Source: an optimization exercise on an open RTL-to-GDS flow (aim: a short achievable clock period and few clock cycles). Production flows keep margins and buffers that such runs may drop. Function was checked by simulation only, so behaviour that the tests miss may differ from the original. No activity file was given, so power comes from the tool's default toggle rates.

`design/flow/run.sh`:
```
#!/bin/bash
# synth_recipe.tcl (not shown) runs the flow's synth.tcl, then flattens the netlist and writes it again
# the make line also repeats each setting of config.mk as NAME=value (left out here)
make -C /OpenROAD-flow-scripts/flow DESIGN_CONFIG=/design/flow/config.mk WORK_HOME=/design/flow/orfs CLKGATE_MAP_FILE= SYNTH_SCRIPT=/design/flow/synth_recipe.tcl finish
```
`design/flow/config.mk`:
```
export PLATFORM = sky130hd
export DESIGN_NAME = riscv_core
export DESIGN_NICKNAME = riscv_core
export VERILOG_FILES = /design/flow/design.v
export SDC_FILE = /design/flow/constraint.sdc
export NUM_CORES = 4
export LEC_CHECK = 0
export ABC_CLOCK_PERIOD_IN_PS = 2500
export CAP_MARGIN = 20
export CORE_MARGIN = 2
export CORE_UTILIZATION = 55
export CTS_CLUSTER_DIAMETER = 80
export CTS_CLUSTER_SIZE = 30
export SETUP_SLACK_MARGIN = 4.75
export SLEW_MARGIN = 20
```
`design/flow/constraint.sdc`:
```
create_clock -name core_clock -period 7.5 [get_ports {clk}]
set_input_delay 1.5000 -clock core_clock [delete_from_list [all_inputs] [get_ports {clk}]]
set_output_delay 1.5000 -clock core_clock [all_outputs]
set_load 0.01 [all_outputs]
```
`design/flow/design.v`:
```
`timescale 1ns/1ps
module fetch_unit #(
	parameter int Q  = 2,     
	parameter int HW = 120
) (
	input  logic          clk,
	input  logic          nrst,
	input  logic          iss_f,      
	input  logic          acc_f,      
	input  logic          resp_f,     
	input  logic [31:0]   rdata,
	input  logic          pop,        
	output logic          f_ok,       
	output logic [31:0]   f_pc,
	output logic          h_v,
	output logic [HW-1:0] h,          
	output logic          q1_v,
	output logic [HW-1:0] dec_q1      
);
	logic [31:0]  q [1:Q];
	logic [Q:1]   qv;
	logic [Q:0]   alloc;   
	logic         load_h;  
	assign f_ok   = !alloc[Q];
	assign q1_v   = qv[1];
	assign load_h = qv[1] && (pop || !h_v);
	decoder u_dq (.instr(q[1]), .rs1(dec_q1[4:0]), .rs2(dec_q1[9:5]), .rd(dec_q1[14:10]),
		.rs1_oh(dec_q1[45:15]), .rs2_oh(dec_q1[76:46]), .imm(dec_q1[108:77]),
		.use_imm(dec_q1[109]), .rf_we(dec_q1[110]), .is_load(dec_q1[111]),
		.is_store(dec_q1[112]), .valid(dec_q1[113]), .alu_sel(dec_q1[118:114]),
		.inv(dec_q1[119]));
	always_ff @(posedge clk) begin
		if (!nrst) begin
			f_pc  <= '0;
			alloc <= '0;
			h_v   <= 1'b0;
			qv    <= '0;
		end else begin
			if (acc_f) f_pc <= f_pc + 32'd4;
			if (iss_f && !pop)      alloc <= {alloc[Q-1:0], 1'b1};
			else if (pop && !iss_f) alloc <= {1'b0, alloc[Q:1]};
			if (pop || !h_v) h_v <= qv[1];
			for (int i = 1; i <= Q; i++) begin
				if (load_h) qv[i] <= (i < Q) ? (qv[i+1] || (resp_f && qv[i])) : (resp_f && qv[i]);
				else        qv[i] <= qv[i] || (resp_f && (i == 1 || qv[i-1]));
			end
		end
	end
	always_ff @(posedge clk) begin
		if (load_h) h <= dec_q1;
		for (int i = 1; i <= Q; i++) begin
			if (load_h) begin
				if (i < Q && qv[i+1])     q[i] <= q[i+1];
				else if (resp_f && qv[i]) q[i] <= rdata;
			end else if (resp_f && !qv[i] && (i == 1 || qv[i-1])) begin
				q[i] <= rdata;
			end
		end
	end
endmodule
`timescale 1ns/1ps
module decoder (
	input  logic [31:0] instr,
	output logic [4:0]  rs1,       
	output logic [4:0]  rs2,
	output logic [4:0]  rd,
	output logic [31:1] rs1_oh,    
	output logic [31:1] rs2_oh,
	output logic [31:0] imm,
	output logic        use_imm,   
	output logic        rf_we,     
	output logic        is_load,
	output logic        is_store,
	output logic        valid,     
	output logic [4:0]  alu_sel,   
	output logic        inv        
);
	localparam logic [6:0] OP_REG   = 7'b0110011;
	localparam logic [6:0] OP_IMM   = 7'b0010011;
	localparam logic [6:0] OP_LUI   = 7'b0110111;
	localparam logic [6:0] OP_LOAD  = 7'b0000011;
	localparam logic [6:0] OP_STORE = 7'b0100011;
	logic [6:0] opcode;
	logic [2:0] funct3;
	logic [6:0] funct7;
	logic       ok, u1, u2, ud, ld, st;
	assign opcode = instr[6:0];
	assign funct3 = instr[14:12];
	assign funct7 = instr[31:25];
	always_comb begin
		ok      = 1'b0;
		u1      = 1'b0;
		u2      = 1'b0;
		ud      = 1'b0;
		ld      = 1'b0;
		st      = 1'b0;
		use_imm = 1'b0;
		alu_sel = 5'b00001;
		inv     = 1'b0;
		imm     = {{20{instr[31]}}, instr[31:20]};  
		case (opcode)
			OP_REG: begin
				{u1, u2, ud} = 3'b111;
				case ({funct7, funct3})
					{7'h00, 3'b000}: ok = 1'b1;
					{7'h20, 3'b000}: begin ok = 1'b1; inv = 1'b1; end
					{7'h00, 3'b111}: begin ok = 1'b1; alu_sel = 5'b00010; end
					{7'h00, 3'b110}: begin ok = 1'b1; alu_sel = 5'b00100; end
					{7'h00, 3'b100}: begin ok = 1'b1; alu_sel = 5'b01000; end
					{7'h00, 3'b010}: begin ok = 1'b1; alu_sel = 5'b10000; inv = 1'b1; end
					default: ;
				endcase
			end
			OP_IMM: begin
				{u1, ud, use_imm} = 3'b111;
				case (funct3)
					3'b000: ok = 1'b1;
					3'b111: begin ok = 1'b1; alu_sel = 5'b00010; end
					3'b110: begin ok = 1'b1; alu_sel = 5'b00100; end
					3'b100: begin ok = 1'b1; alu_sel = 5'b01000; end
					default: ;  
				endcase
			end
			OP_LUI: begin
				{ok, ud, use_imm} = 3'b111;
				imm = {instr[31:12], 12'h000};  
			end
			OP_LOAD: begin
				{u1, ud, use_imm, ld} = 4'b1111;
				ok = (funct3 == 3'b010);  
			end
			OP_STORE: begin
				{u1, u2, use_imm, st} = 4'b1111;
				ok  = (funct3 == 3'b010);  
				imm = {{20{instr[31]}}, instr[31:25], instr[11:7]};  
			end
			default: ;
		endcase
	end
	assign rs1      = (ok && u1) ? instr[19:15] : '0;
	assign rs2      = (ok && u2) ? instr[24:20] : '0;
	assign rd       = instr[11:7];
	assign rf_we    = ok && ud && (rd != '0);
	assign is_load  = ok && ld && (rd != '0);
	assign is_store = ok && st;
	assign valid    = ok && (st || (ud && rd != '0));
	for (genvar i = 1; i < 32; i++) begin : g_oh
		assign rs1_oh[i] = ok && u1 && (instr[19:15] == 5'(i));
		assign rs2_oh[i] = ok && u2 && (instr[24:20] == 5'(i));
	end
endmodule
`timescale 1ns/1ps
module reg_file (
	input  logic        clk,
	input  logic        nrst,
	input  logic [31:1] rd_sel1,   
	input  logic [31:1] rd_sel2,
	output logic [31:1] written,
	output logic [31:0] rd_data1,
	output logic [31:0] rd_data2,
	input  logic [31:1] wa_sel,    
	input  logic [31:0] wa_data,
	input  logic [31:1] wb_sel,
	input  logic [31:0] wb_data
);
	logic [31:0] regs [1:31];
	logic [31:1] wrt;    
	for (genvar i = 1; i < 32; i++) begin : g_reg
		logic [31:0] r;
		logic        ha, hb;
		assign ha = wa_sel[i];
		assign hb = wb_sel[i];
		always_ff @(posedge clk) begin
			if (hb)      r <= wb_data;
			else if (ha) r <= wa_data;
		end
		always_ff @(posedge clk) begin
			if (!nrst)         wrt[i] <= 1'b0;
			else if (ha || hb) wrt[i] <= 1'b1;
		end
		assign regs[i] = r;
	end
	assign written = wrt;
	always_comb begin
		rd_data1 = '0;
		rd_data2 = '0;
		for (int i = 1; i < 32; i++) begin
			rd_data1 = rd_data1 | ({32{rd_sel1[i]}} & regs[i]);
			rd_data2 = rd_data2 | ({32{rd_sel2[i]}} & regs[i]);
		end
	end
endmodule
`timescale 1ns/1ps
module forward_unit (
	input  logic        clk,
	input  logic        nrst,
	input  logic [4:0]  rs1, rs2, rd,
	input  logic        wr, is_load,
	input  logic [4:0]  q_rs1, q_rs2, q_rd,
	input  logic        q_wr, q_ld,
	input  logic        q1_v, load_h, pop, resp_ld,
	input  logic        ldp,
	input  logic [4:0]  ld_rd,
	input  logic        e_v, e_wr,
	input  logic [4:0]  e_rd,
	input  logic [31:1] oh1, oh2, q_oh1, q_oh2,
	input  logic [31:1] written,      
	input  logic [31:1] wr_now,       
	input  logic [31:1] wr_next,      
	input  logic [31:1] ld_oh,        
	output logic [31:1] sel1, sel2,   
	input  logic [31:0] w_res,
	input  logic [31:0] ld_data,
	input  logic [31:0] rf1, rf2,
	output logic [31:0] op1, op2,
	output logic        hz_e,     
	output logic        hz_ld     
);
	function automatic logic ld_dep(input logic [4:0] r, input logic [4:0] a, input logic [4:0] b,
			input logic [4:0] d, input logic w, input logic l);
		ld_dep = l || (r == a) || (r == b) || (w && d == r);
	endfunction
	logic       bw1, bw2, bl1, bl2, nbw1, nbw2, nbl1, nbl2;
	logic [31:1] n_wr;
	always_ff @(posedge clk) begin
		if (!nrst) begin
			hz_e  <= 1'b0;
			hz_ld <= 1'b0;
		end else begin
			hz_e <= pop && wr && !is_load && q1_v && ((rd == q_rs1) || (rd == q_rs2));
			if (pop && is_load)  hz_ld <= q1_v && ld_dep(rd, q_rs1, q_rs2, q_rd, q_wr, q_ld);
			else if (resp_ld)    hz_ld <= 1'b0;
			else if (load_h)     hz_ld <= ldp && ld_dep(ld_rd, q_rs1, q_rs2, q_rd, q_wr, q_ld);
		end
		bw1 <= nbw1;
		bw2 <= nbw2;
		bl1 <= nbl1;
		bl2 <= nbl2;
	end
	assign nbw1 = e_v && e_wr && (load_h ? (e_rd == q_rs1) : (e_rd == rs1));
	assign nbw2 = e_v && e_wr && (load_h ? (e_rd == q_rs2) : (e_rd == rs2));
	assign nbl1 = resp_ld && (load_h ? (ld_rd == q_rs1) : (ld_rd == rs1));
	assign nbl2 = resp_ld && (load_h ? (ld_rd == q_rs2) : (ld_rd == rs2));
	assign n_wr = written | wr_now;
	always_ff @(posedge clk) begin
		if (!nrst) begin
			sel1 <= '0;
			sel2 <= '0;
		end else begin
			sel1 <= (load_h ? q_oh1 : oh1) & n_wr & ~wr_next & ~(ld_oh & {31{resp_ld}});
			sel2 <= (load_h ? q_oh2 : oh2) & n_wr & ~wr_next & ~(ld_oh & {31{resp_ld}});
		end
	end
	assign op1 = ({32{bw1}} & w_res) | ({32{bl1}} & ld_data) | rf1;
	assign op2 = ({32{bw2}} & w_res) | ({32{bl2}} & ld_data) | rf2;
endmodule
`timescale 1ns/1ps
module alu (
	input  logic [31:0] p,
	input  logic [31:0] g,
	input  logic        cin,
	input  logic [4:0]  sel,      
	output logic [31:0] sum,
	output logic [31:0] result
);
	logic        slt;
	logic [31:0] gg [0:5];
	logic [31:0] pp [0:5];
	assign gg[0] = g;
	assign pp[0] = p;
	for (genvar l = 0; l < 5; l++) begin : g_lvl
		localparam int D = 1 << l;
		for (genvar i = 0; i < 32; i++) begin : g_bit
			if (i >= D) begin : g_cmb
				assign gg[l+1][i] = gg[l][i] | (pp[l][i] & gg[l][i-D]);
				assign pp[l+1][i] = pp[l][i] & pp[l][i-D];
			end else begin : g_pass
				assign gg[l+1][i] = gg[l][i];
				assign pp[l+1][i] = pp[l][i];
			end
		end
	end
	assign sum = p ^ {gg[5][30:0], cin};
	assign slt = p[31] ? sum[31] : g[31];
	assign result = ({32{sel[0]}} & sum) |
	                ({32{sel[1]}} & g) |
	                ({32{sel[2]}} & (p | g)) |
	                ({32{sel[3]}} & p) |
	                {31'd0, sel[4] & slt};
endmodule
`timescale 1ns/1ps
module mem_arbiter (
	input  logic        clk,
	input  logic        nrst,
	input  logic        dq_v,
	input  logic [31:0] dq_addr,
	input  logic        dq_we,
	input  logic [31:0] dq_data,
	input  logic        e_req,
	input  logic [31:0] e_addr,
	input  logic        e_we,
	input  logic [31:0] e_data,
	input  logic        f_ok,
	input  logic [31:0] f_pc,
	output logic        free,      
	output logic        iss_d,
	output logic        iss_e,
	output logic        iss_f,
	output logic        acc_f,     
	output logic        acc_d,     
	output logic        resp_f,
	output logic        resp_ld,
	output logic        mem_valid,
	input  logic        mem_ready,
	output logic [31:0] mem_addr,
	output logic        mem_we,
	output logic [31:0] mem_wdata,
	input  logic        mem_rvalid
);
	localparam logic [1:0] K_F = 2'd0;
	localparam logic [1:0] K_L = 2'd1;
	localparam logic [1:0] K_S = 2'd2;
	logic       busy;   
	logic [1:0] kind;
	logic       any, hold;
	logic [31:0] n_addr, n_data, o_addr, o_data, h_addr;
	logic        n_we, o_we, e_sel;
	logic [1:0]  n_kind, o_kind;
	assign free    = !mem_valid && (!busy || mem_rvalid);
	assign hold    = mem_valid && !mem_ready;
	assign any     = dq_v || e_req || f_ok;
	assign iss_d   = free && dq_v;
	assign iss_e   = free && !dq_v && e_req;
	assign iss_f   = free && !dq_v && !e_req && f_ok;
	assign acc_f   = mem_valid && mem_ready && (kind == K_F);
	assign acc_d   = mem_valid && mem_ready && (kind != K_F);
	assign resp_f  = busy && mem_rvalid && (kind == K_F);
	assign resp_ld = busy && mem_rvalid && (kind == K_L);
	assign e_sel  = !dq_v && e_req;
	assign o_addr = dq_v ? dq_addr : f_pc;
	assign o_data = dq_v ? dq_data : e_data;
	assign o_we   = dq_v && dq_we;
	assign o_kind = dq_v ? (dq_we ? K_S : K_L) : K_F;
	assign n_addr = e_sel ? e_addr : o_addr;
	assign n_data = e_sel ? e_data : o_data;
	assign n_we   = e_sel ? e_we : o_we;
	assign n_kind = e_sel ? (e_we ? K_S : K_L) : o_kind;
	assign h_addr = (kind == K_F) ? f_pc : dq_addr;
	always_ff @(posedge clk) begin
		if (!nrst) begin
			mem_valid <= 1'b0;
			busy      <= 1'b0;
		end else begin
			if (mem_valid && mem_ready) begin
				mem_valid <= 1'b0;
				busy      <= 1'b1;
			end else if (free) begin
				mem_valid <= any;
				busy      <= 1'b0;
			end
		end
		if (free && any) kind <= n_kind;
		mem_addr  <= hold ? h_addr : n_addr;
		mem_we    <= hold ? (kind != K_F) && dq_we : n_we;
		mem_wdata <= hold ? dq_data : n_data;
	end
endmodule
`timescale 1ns/1ps
module riscv_core (
	input  logic        clk,
	input  logic        nrst,         
	output logic        mem_valid,
	input  logic        mem_ready,
	output logic [31:0] mem_addr,
	output logic        mem_we,
	output logic [31:0] mem_wdata,
	input  logic        mem_rvalid,
	input  logic [31:0] mem_rdata
);
	logic        free, resp_f, resp_ld;
	logic        iss_d, iss_e, iss_f, acc_f, acc_d;
	logic        q_v;
	logic [119:0] h;
	logic        pop;
	logic [31:1] d_oh1, d_oh2;
	logic [4:0]  d_rs1, d_rs2, d_rd;
	logic [31:0] d_imm;
	logic        d_wr, d_ld, d_st, d_valid, d_use_imm;
	logic [4:0]  d_alu;   
	logic        d_inv;   
	logic [31:0] rf_rd1, rf_rd2, op1, op2;
	logic        e_v, e_wr, e_ld, e_st, e_adv, e_mem;
	logic [4:0]  e_rd;
	logic [31:0] e_p, e_g, e_sd, alu_res, e_sum, opb;
	logic [4:0]  e_alu;
	logic        e_cin;
	logic        w_v;
	logic [4:0]  w_rd;
	logic [31:0] w_res;
	logic        ldp;        
	logic [4:0]  ld_rd;
	logic        ld_wv;      
	logic [31:0] ld_data;
	logic        dq_v, dq_we;
	logic [31:0] dq_addr, dq_data;
	fetch_unit u_fetch (.clk(clk), .nrst(nrst), .iss_f(iss_f), .acc_f(acc_f), .resp_f(resp_f),
		.rdata(mem_rdata), .pop(pop), .f_ok(f_ok), .f_pc(f_pc),
		.h_v(q_v), .h(h), .q1_v(q1_v), .dec_q1(dec_q1));
	logic [119:0] dec_q1;
	logic         q1_v, hz_e, hz_ld, load_h;
	assign load_h = q1_v && (pop || !q_v);
	logic        f_ok;
	logic [31:0] f_pc;
	assign d_rs1     = h[4:0];
	assign d_rs2     = h[9:5];
	assign d_rd      = h[14:10];
	assign d_oh1     = h[45:15];
	assign d_oh2     = h[76:46];
	assign d_imm     = h[108:77];
	assign d_use_imm = h[109];
	assign d_wr      = h[110];
	assign d_ld      = h[111];
	assign d_st      = h[112];
	assign d_valid   = h[113];
	assign d_alu     = h[118:114];
	assign d_inv     = h[119];
	reg_file u_rf (.clk(clk), .nrst(nrst), .rd_sel1(sel1), .rd_sel2(sel2), .written(written),
		.rd_data1(rf_rd1), .rd_data2(rf_rd2),
		.wa_sel(w_oh), .wa_data(w_res),
		.wb_sel(ld_oh & {31{ld_wv}}), .wb_data(ld_data));
	logic [31:1] d_rd_oh, e_oh, w_oh, ld_oh, sel1, sel2, written;
	for (genvar i = 1; i < 32; i++) begin : g_rdoh
		assign d_rd_oh[i] = (d_rd == 5'(i));
	end
	forward_unit u_fwd (.clk(clk), .nrst(nrst),
		.rs1(d_rs1), .rs2(d_rs2), .rd(d_rd), .wr(d_wr), .is_load(d_ld),
		.q_rs1(dec_q1[4:0]), .q_rs2(dec_q1[9:5]), .q_rd(dec_q1[14:10]),
		.q_wr(dec_q1[110]), .q_ld(dec_q1[111]),
		.q1_v(q1_v), .load_h(load_h), .pop(pop), .resp_ld(resp_ld),
		.ldp(ldp), .ld_rd(ld_rd), .e_v(e_v), .e_wr(e_wr), .e_rd(e_rd),
		.oh1(d_oh1), .oh2(d_oh2), .q_oh1(dec_q1[45:15]), .q_oh2(dec_q1[76:46]),
		.written(written), .wr_now(w_oh | (ld_oh & {31{ld_wv}})),
		.wr_next(e_oh & {31{e_v && e_wr}}), .ld_oh(ld_oh), .sel1(sel1), .sel2(sel2),
		.w_res(w_res), .ld_data(ld_data),
		.rf1(rf_rd1), .rf2(rf_rd2), .op1(op1), .op2(op2), .hz_e(hz_e), .hz_ld(hz_ld));
	assign opb = (d_use_imm ? d_imm : op2) ^ {32{d_inv}};
	assign e_mem = e_ld || e_st;
	assign e_adv = !(e_v && e_mem && dq_v);
	assign pop   = q_v && !hz_e && !hz_ld && e_adv;
	always_ff @(posedge clk) begin
		if (!nrst) begin
			e_v <= 1'b0;
			{e_wr, e_ld, e_st} <= '0;
		end else if (e_adv) begin
			e_v <= pop && d_valid;
			{e_wr, e_ld, e_st} <= (pop && d_valid) ? {d_wr && !d_ld, d_ld, d_st} : 3'b000;
		end
	end
	always_ff @(posedge clk) begin
		if (e_adv) begin
			e_rd  <= d_rd;
			e_p   <= op1 ^ opb;
			e_g   <= (op1 & opb) | {31'd0, (op1[0] ^ opb[0]) & d_inv};
			e_cin <= d_inv;
			e_sd  <= op2;
			e_oh  <= d_rd_oh;
			e_alu <= d_alu;
		end
	end
	alu u_alu (.p(e_p), .g(e_g), .cin(e_cin), .sel(e_alu), .sum(e_sum), .result(alu_res));
	always_ff @(posedge clk) begin
		if (!nrst) begin
			w_v  <= 1'b0;
			w_oh <= '0;
		end else begin
			w_v  <= e_v && e_wr;
			w_oh <= e_oh & {31{e_v && e_wr}};
		end
		w_rd  <= e_rd;
		w_res <= alu_res;
	end
	always_ff @(posedge clk) begin
		if (!nrst) begin
			ldp   <= 1'b0;
			ld_wv <= 1'b0;
		end else begin
			if (pop && d_valid && d_ld && e_adv) ldp <= 1'b1;
			else if (resp_ld)                    ldp <= 1'b0;
			ld_wv <= resp_ld;
		end
		if (pop && d_ld) begin
			ld_rd <= d_rd;
			ld_oh <= d_rd_oh;
		end
		if (resp_ld)     ld_data <= mem_rdata;
	end
	always_ff @(posedge clk) begin
		if (!nrst) dq_v <= 1'b0;
		else if (e_v && e_mem && !dq_v) dq_v <= 1'b1;
		else if (acc_d) dq_v <= 1'b0;
		if (e_v && e_mem && !dq_v) begin
			dq_addr <= e_sum;
			dq_we   <= e_st;
			dq_data <= e_sd;
		end
	end
	mem_arbiter u_arb (.clk(clk), .nrst(nrst),
		.dq_v(dq_v), .dq_addr(dq_addr), .dq_we(dq_we), .dq_data(dq_data),
		.e_req(e_v && e_mem), .e_addr(e_sum), .e_we(e_st), .e_data(e_sd),
		.f_ok(f_ok), .f_pc(f_pc),
		.free(free), .iss_d(iss_d), .iss_e(iss_e), .iss_f(iss_f),
		.acc_f(acc_f), .acc_d(acc_d),
		.resp_f(resp_f), .resp_ld(resp_ld),
		.mem_valid(mem_valid), .mem_ready(mem_ready), .mem_addr(mem_addr),
		.mem_we(mem_we), .mem_wdata(mem_wdata), .mem_rvalid(mem_rvalid));
endmodule
```
==> results.json, run 1 <==
{
  "area_delta_synth_final_pct": 12.2,
  "synthXorXnorAreaFrac": 0.0131,
  "die_h_um": 392,
  "grt-ovfl-total": 0,
  "fin_crit_ns": 2.93,
  "synth-seq-area-share": 0.592,
  "synth_top_area_frac": 0.526,
  "synth_common_cells": "edfxtp_1 (1449), mux2_2 (1060), a22oi_1 (485)",
  "synth-simple-area-share": 0.0669,
  "final_cells": 8352,
  "required_ns": 8.05,
  "syn_area_per_cell_um2": 13.2,
  "synthMuxAreaShare": 0.149,
  "drcViolationCount": 0,
  "synth_edf_count": 1449,
  "drtIter0Drc": 16500,
  "worst_pin_slew_ns": 1.39,
  "fillers": 11800,
  "fmax_mhz": 341,
  "whs_ns": 0.439,
  "critPathArrivalTime_ns": 3.48,
  "synthArstFlopShare": 0,
  "tritoncts": "yes",
  "ios": 102,
  "status": "no timing/DRC/antenna violations",
  "cts_buffers": 90,
  "core_um2": 150000,
  "grt_pass1_vias": 61200,
  "crit_chain": "buf_8 -> a22o_1 -> a221oi_1 -> nand4_1 -> nor3_2 -> nand2_2 -> ha_1",
  "root_buffer": "clkbuf_16",
  "synth_compound_area_frac": 0.142,
  "yosys.area.top_type": "edfxtp_1",
  "num-nets-final": 6275,
  "maxCapViolCount": 0,
  "slew_headroom": 0.0761,
  "grt_pass1_wl_mm": 534,
  "timing.final.max_slew_violations": 0,
  "fin_crit_sh": 0.391,
  "synth_top_family_by_area": "multiplexers",
  "grt.total_usage": 0.517,
  "dr_total_vias": 69000,
  "setup_viol": 0,
  "drt_first_pass_iters": 14,
  "wl_per_cell_um": 48.8,
  "die-width_um": 392,
  "post_drt_via_cell_ratio": 8.26,
  "setup.worst_path.class": "reg -> reg",
  "critPathMaxFanout": 24,
  "dp.cells": 7961,
  "wl_mm": 407,
  "cp-start-kind": "flip-flop",
  "drive_above_1_share": 0.336,
  "fin_skew_ns": 0.0593,
  "power_leakage_nw": 31.8,
  "hold_violations": 0,
  "dpl.hpwl_mm": 217,
  "hold_class": "reg -> reg",
  "cts_buffer_depth": 3,
  "crit_path_max_incr_delay_ns": 0.54,
  "tns_ns": 0,
  "ff_latch_area_um2": 49200,
  "portBuffers": 101,
  "min_path_cells": 0,
  "cts_hold_buf": 0,
  "yosysMostFrequentCell": "edfxtp_1",
  "cts_sinks": 1721,
  "gp_congestion": 0.986,
  "fp.dieArea_um2": 154000,
  "path_clk_slew_ns": 0.11,
  "synthTopCellsByArea": "edfxtp_1 (53%), mux2_2 (14%), dfxtp_1 (6.6%)",
  "multi_input_area_um2": 32600,
  "synth_seq_cells": 1721,
  "antenna_found_initial": 33,
  "yosys_warnings": 18,
  "clock_latency_ns": 0.80,
  "synth_area_um2": 82700,
  "ant_nets": 0,
  "end_kind": "flip-flop",
  "power_density_nw_per_um2": 197,
  "synthAdderAreaFrac": 0.00514,
  "rsz0062_at_grt": "yes",
  "rows": 142,
  "r2r_cells": 7,
  "ys.flop_type": "edfxtp_1",
  "syn-num-nets": 6324,
  "netlist-cell-type-count": 91,
  "initial_core_util": 0.553,
  "htree_levels": 3,
  "ir_drop_uv": 215,
  "slowest_stage": "dfxtp_2",
  "grt_max_degree": 85,
  "synth_cells": 6254
}
==> flip-flops by register name (all words and copies together) (netlist names), 32 cells and up <==
register / flops
u_rf.g.r: 992
u_fetch.h: 120
u_fetch.q: 64
dq_addr: 32
dq_data: 32
e_g: 32
e_p: 32
e_sd: 32
ld_data: 32
u_arb.mem_addr: 32
u_arb.mem_wdata: 32
w_res: 32
==> power breakdown <==
group          internal [mW]  switching (mW)
Combinational          0.580           0.683
Sequential              10.5           0.137
Clock                   2.60            3.76
==> repair_timing <==
action                                  4_1_cts  5_1_grt
endpoints found under the setup margin     1280      337
gates cloned                                  8        3
buffers inserted                             76       78
resized for setup                           593      206
pin swaps                                    19       53
==> placed cells by master (no fill, tap or decap), drive strengths merged, types with 48 or more instances in the layout <==
cell and n:
edfxtp 1449, mux2 1060, a22oi 485, buf 443, nand2 368, dfxtp 272
a22o 267, a221oi 259, nor2 166, nand4 145, a21oi 126, nor3 113
clkbuf 108, nand3 107, xnor2 95, a222oi 72, inv 71, o21ai 64
and2 54, diode 53, nand2b 48
==> worst max-delay path, delay by kind of cell, from the launching register on <==
kind	cells	cell delay, ns
buffers and inverters	1	0.35
and+or+nand+nor	3	0.81
DFF	1	0.54
adders and majority gates	1	0.40
AOI/OAI and AO/OA	2	0.53
==> final timing paths <==
check / to / from / slack [ns]
setup reg to reg: e_p[3] / u_fwd.sel1[12] / 4.57
setup / recovery: e_p[3] / u_fwd.sel1[12] / 4.57
hold reg to reg: e_alu[1] / u_fetch.h[115] / 0.44
hold / removal: e_alu[1] / u_fetch.h[115] / 0.44
==> kinds of logic (layout without fill, tap and decap cells) <==
group                    after synthesis  count (layout)
flip-flops                          1721            1721
AO/OA/AOI/OAI                       1501            1502
AND/OR/NAND/NOR                     1109            1111
multiplexers                        1100            1100
buffers and inverters                665             691
XOR/XNOR                             124             124
adder cells (fa/ha/maj)               34              34
other                                  0              53
==> per-stage QoR <==
stage | power [mW] | utilization | cell area [um^2] | setup WS [ns]
2_1_floorplan | 11.6 | - | 82800 | 4.51
3_3_place_gp | 12.0 | 0.574 | 85800 | 3.10
3_5_place_dp | 12.0 | 0.574 | 85800 | 3.08
4_1_cts | 18.1 | 0.608 | 91000 | 4.65
5_1_grt | 18.6 | 0.620 | 92700 | 4.68
6_report | 18.2 | 0.620 | 92800 | 4.57
==> routing by layer <==
layer,routed length (um),part of all wire,track usage
met5,748,0.0018,0.0274
met3,72800,0.18,0.271
met4,43400,0.11,0.393
met2,155000,0.38,0.670
met1,136000,0.33,0.642
==> cell type report <==
class                           count  area share
Timing Repair Buffer              485      0.0524
Timing Repair inverter              1   0.0000944
Multi-Input combinational cell   3871       0.351
Inverter                           35     0.00198
Clock buffer                      104      0.0255
Clock inverter                     66      0.0102
Tap cell                         2016      0.0272
Antenna cell                       53     0.00143
Sequential cell                  1721       0.530
Testbench counts, summed over its fixed seeds: cycles 27,346.
==> inputs of run 2 (changes only) <==
--- a/design/flow/config.mk
+++ b/design/flow/config.mk
@@ -10,6 +10,6 @@
 export CORE_MARGIN = 2
 export CORE_UTILIZATION = 55
-export CTS_CLUSTER_DIAMETER = 80
-export CTS_CLUSTER_SIZE = 30
+export CTS_CLUSTER_DIAMETER = 70
+export CTS_CLUSTER_SIZE = 25
 export SETUP_SLACK_MARGIN = 4.75
 export SLEW_MARGIN = 20
==> run 2 against run 1 <==
Compared with the run above:
- flip-flop and latch count unchanged
- setup slack worse by 0.037 ns
- highest routed layer unchanged
- core utilization up 0.64 points
- critical path depth unchanged
- synthesized cell count unchanged
- sequential share of layout area down 0.54 points
- register-to-register slack worse by 0.04 ns
- wire length up 0.21%
- critical endpoint is now e_p[12]
- via count about the same
- sequential power about the same
- first-iteration DRC count down 0.74%
==> results.json, run 2 <==
{
  "status": "no timing/DRC/antenna violations",
  "comb_power_share": 0.066,
  "finalInstanceArea_um2": 93800,
  "setup_slack_ns": 4.53,
  "ant_nets": 0,
  "synth_compound_area_frac": 0.142,
  "setup.worst_path.class": "reg -> reg",
  "area_delta_synth_final_pct": 13.4,
  "post-place-ws_ns": 3.08,
  "rsz0062_at_grt": "yes",
  "synth-simple-area-share": 0.0669,
  "synthTopCellsByArea": "edfxtp_1 (53%), mux2_2 (14%), dfxtp_1 (6.6%)",
  "place_area_um2": 85800,
  "final_cells": 8392,
  "drtIter0Drc": 16400,
  "cp-start-kind": "flip-flop",
  "timing.final.max_slew_violations": 0,
  "grt_pass1_wl_mm": 536,
  "fin_skew_ns": 0.0271,
  "crit_chain": "buf_6 -> a22o_1 -> a221oi_1 -> nand4_1 -> nor3_1 -> nand2_2 -> ha_1",
  "grt.total_usage": 0.519,
  "drt_first_pass_iters": 17,
  "synth_area_um2": 82700,
  "root_buffer": "clkbuf_16",
  "die_h_um": 392,
  "dp.cells": 7961,
  "whs_ns": 0.438,
  "largest_reg_flops": 992,
  "initial_core_util": 0.553,
  "slowest_stage": "dfxtp_2",
  "die-width_um": 392,
  "clock_latency_ns": 0.80,
  "hold_violations": 0,
  "drive_above_1_share": 0.342,
  "syn_area_per_cell_um2": 13.2,
  "fin_crit_ns": 2.97,
  "power_switching_share": 0.252,
  "synthArstFlopShare": 0,
  "post_drt_via_cell_ratio": 8.23,
  "worst_pin_slew_ns": 1.35,
  "cts_buffers": 114,
  "ys.flop_type": "edfxtp_1",
  "intPower_mw": 14.4,
  "synth_top_family_by_area": "multiplexers",
  "yosys_warnings": 18,
  "setup_viol": 0,
  "cp_top_family": "simple AND/OR/NAND/NOR gates",
  "hold_class": "reg -> reg",
  "synth_common_cells": "edfxtp_1 (1449), mux2_2 (1060), a22oi_1 (485)",
  "yosys.area.top_type": "edfxtp_1",
  "final_cell_mix": "edfxtp_1 (1449), mux2_2 (1060), a22oi_1 (482)",
  "antenna_found_initial": 40,
  "portBuffers": 101,
  "end_kind": "flip-flop",
  "grt-ovfl-total": 0,
  "path_clk_slew_ns": 0.10,
  "syn-num-nets": 6324,
  "gp_congestion": 0.986,
  "cts_buffer_depth": 3,
  "dr_total_vias": 69000,
  "fp.dieArea_um2": 154000,
  "dpl.hpwl_mm": 217,
  "rows": 142,
  "p_sw_mw": 4.84,
  "fin_util": 0.627,
  "tns_ns": 0,
  "synth_top_area_frac": 0.526,
  "ios": 102,
  "fmax_mhz": 337,
  "power.share.sequential": 0.553,
  "tritoncts": "yes",
  "slew_headroom": 0.0967,
  "power_density_nw_per_um2": 205,
  "power_mw": 19.2,
  "grt_pass1_vias": 61400,
  "top_regs": "u_rf.g.r: 992 flops, u_fetch.h: 120 flops, u_fetch.q: 64 flops",
  "critPathMaxFanout": 21,
  "final_common_cell": "edfxtp_1",
  "num-nets-final": 6312,
  "cts_sinks": 1721,
  "htree_levels": 3,
  "fin_crit_sh": 0.396,
  "path_buf_inv": 1,
  "drcViolationCount": 0,
  "critPathArrivalTime_ns": 3.52,
  "synth-seq-area-share": 0.592,
  "regMostFlops": "u_rf.g.r",
  "required_ns": 8.05,
  "core_um2": 150000,
  "wl_per_cell_um": 48.6,
  "grt_max_degree": 85,
  "maxCapViolCount": 0,
  "synth_edf_count": 1449,
  "crit_path_max_incr_delay_ns": 0.61,
  "wl_mm": 408,
  "ir_drop_uv": 211,
  "cts_hold_buf": 0,
  "synthMuxAreaShare": 0.149,
  "synthXorXnorAreaFrac": 0.0131,
  "netlist-cell-type-count": 91,
  "synthAdderAreaFrac": 0.00514,
  "power_frac_clock": 0.380,
  "synth_cells": 6254,
  "power_leakage_nw": 32.3,
  "yosysMostFrequentCell": "edfxtp_1",
  "synth_seq_cells": 1721
}
[run 2: cell counts after synthesis]
Identical to the previous run, type by type.
[run 2: kinds of logic (layout without fill, tap and decap cells)]
family | count (synthesis) | after routing
DFF | 1721 | 1721
AOI/OAI and AO/OA | 1501 | 1502
and+or+nand+nor | 1109 | 1111
muxes | 1100 | 1100
buffers and inverters | 665 | 750
xor gates and xnor gates | 124 | 124
adders and majority gates | 34 | 34
other | 0 | 34
[run 2: final cells by class]
type	instances	area, um^2
fill	11600	55800
sequential	1721	49200
inverter	35	184
multi-input combinational	3871	32600
antenna	34	85.1
timing repair inverter	1	8.76
clock buffer	124	2950
timing repair buffer	498	5030
tap	2016	2520
clock inverter	92	1220
[run 2: final timing paths]
path,startpoint,endpoint,cells after the start,slack [ns]
worst min-delay path,u_fetch.h[115],e_alu[1],0,0.44
worst max register to register,u_fwd.sel1[22],e_p[12],7,4.53
worst max-delay path,u_fwd.sel1[22],e_p[12],7,4.53
worst min register to register,u_fetch.h[115],e_alu[1],0,0.44
[run 2: power groups by stage]
stage          combinational (mW)  sequential [mW]  clock (mW)
2_1_floorplan               0.774             10.8           0
3_3_place_gp                 1.12             10.8           0
3_5_place_dp                 1.15             10.8           0
4_1_cts                      1.17             10.6        7.26
5_1_grt                      1.32             10.6        7.58
6_report                     1.27             10.6        7.31
[run 2: repair_timing]
| action | CTS | global route |
|---|---|---|
| resized for setup | 588 | 224 |
| setup buffers | 70 | 101 |
| setup endpoints to repair | 1284 | 388 |
| pin swaps | 17 | 62 |
| hold endpoints to repair | 0 | 0 |
| gates cloned | 7 | 2 |
[run 2: worst reg2reg max path, delay by kind of cell (launching register included)]
kind                       cells  cell delay, ns
AOI/OAI and AO/OA              2            0.60
adders and majority gates      1            0.36
buffers and inverters          1            0.44
DFF                            1            0.61
and+or+nand+nor                3            0.72
[run 2: per-layer routing]
layer / routed length, um / vias up / global-route usage
met5: 787 / - / 0.0223
met4: 43200 / 45 / 0.389
met3: 74600 / 2505 / 0.273
met2: 155000 / 7859 / 0.675
met1: 135000 / 33700 / 0.643
li1: - / 24900 / -

-- afterwards: timing with drivers on the ports --
The results above use ideal ports. As a check the final layouts listed here were re-extracted and re-timed, cells and wires unchanged.
Step 1 assumes that a clkbuf_16 drives the clock port and a buf_2 every other input.
Step 2, shift: input delay + t, output delay - t, t = (earliest + latest rising clock arrival at the registers) / 2. This alone moves slack from input paths to output paths.
Slacks: ideal / step 1 / step 2; pairs: ideal / step 1.
run	t, ns	setup WS [ns]	worst hold slack (ns)
run 1	0.857	4.569 / 4.569 / 4.025	0.439 / 0.439 / 0.439
run 2	0.875	4.532 / 4.532 / 4.029	0.438 / 0.438 / 0.438
After both steps every run listed still meets setup and hold. The setup slack of run 1, which loses most, moves by 0.000 ns with the drivers and by -0.544 ns with both steps.
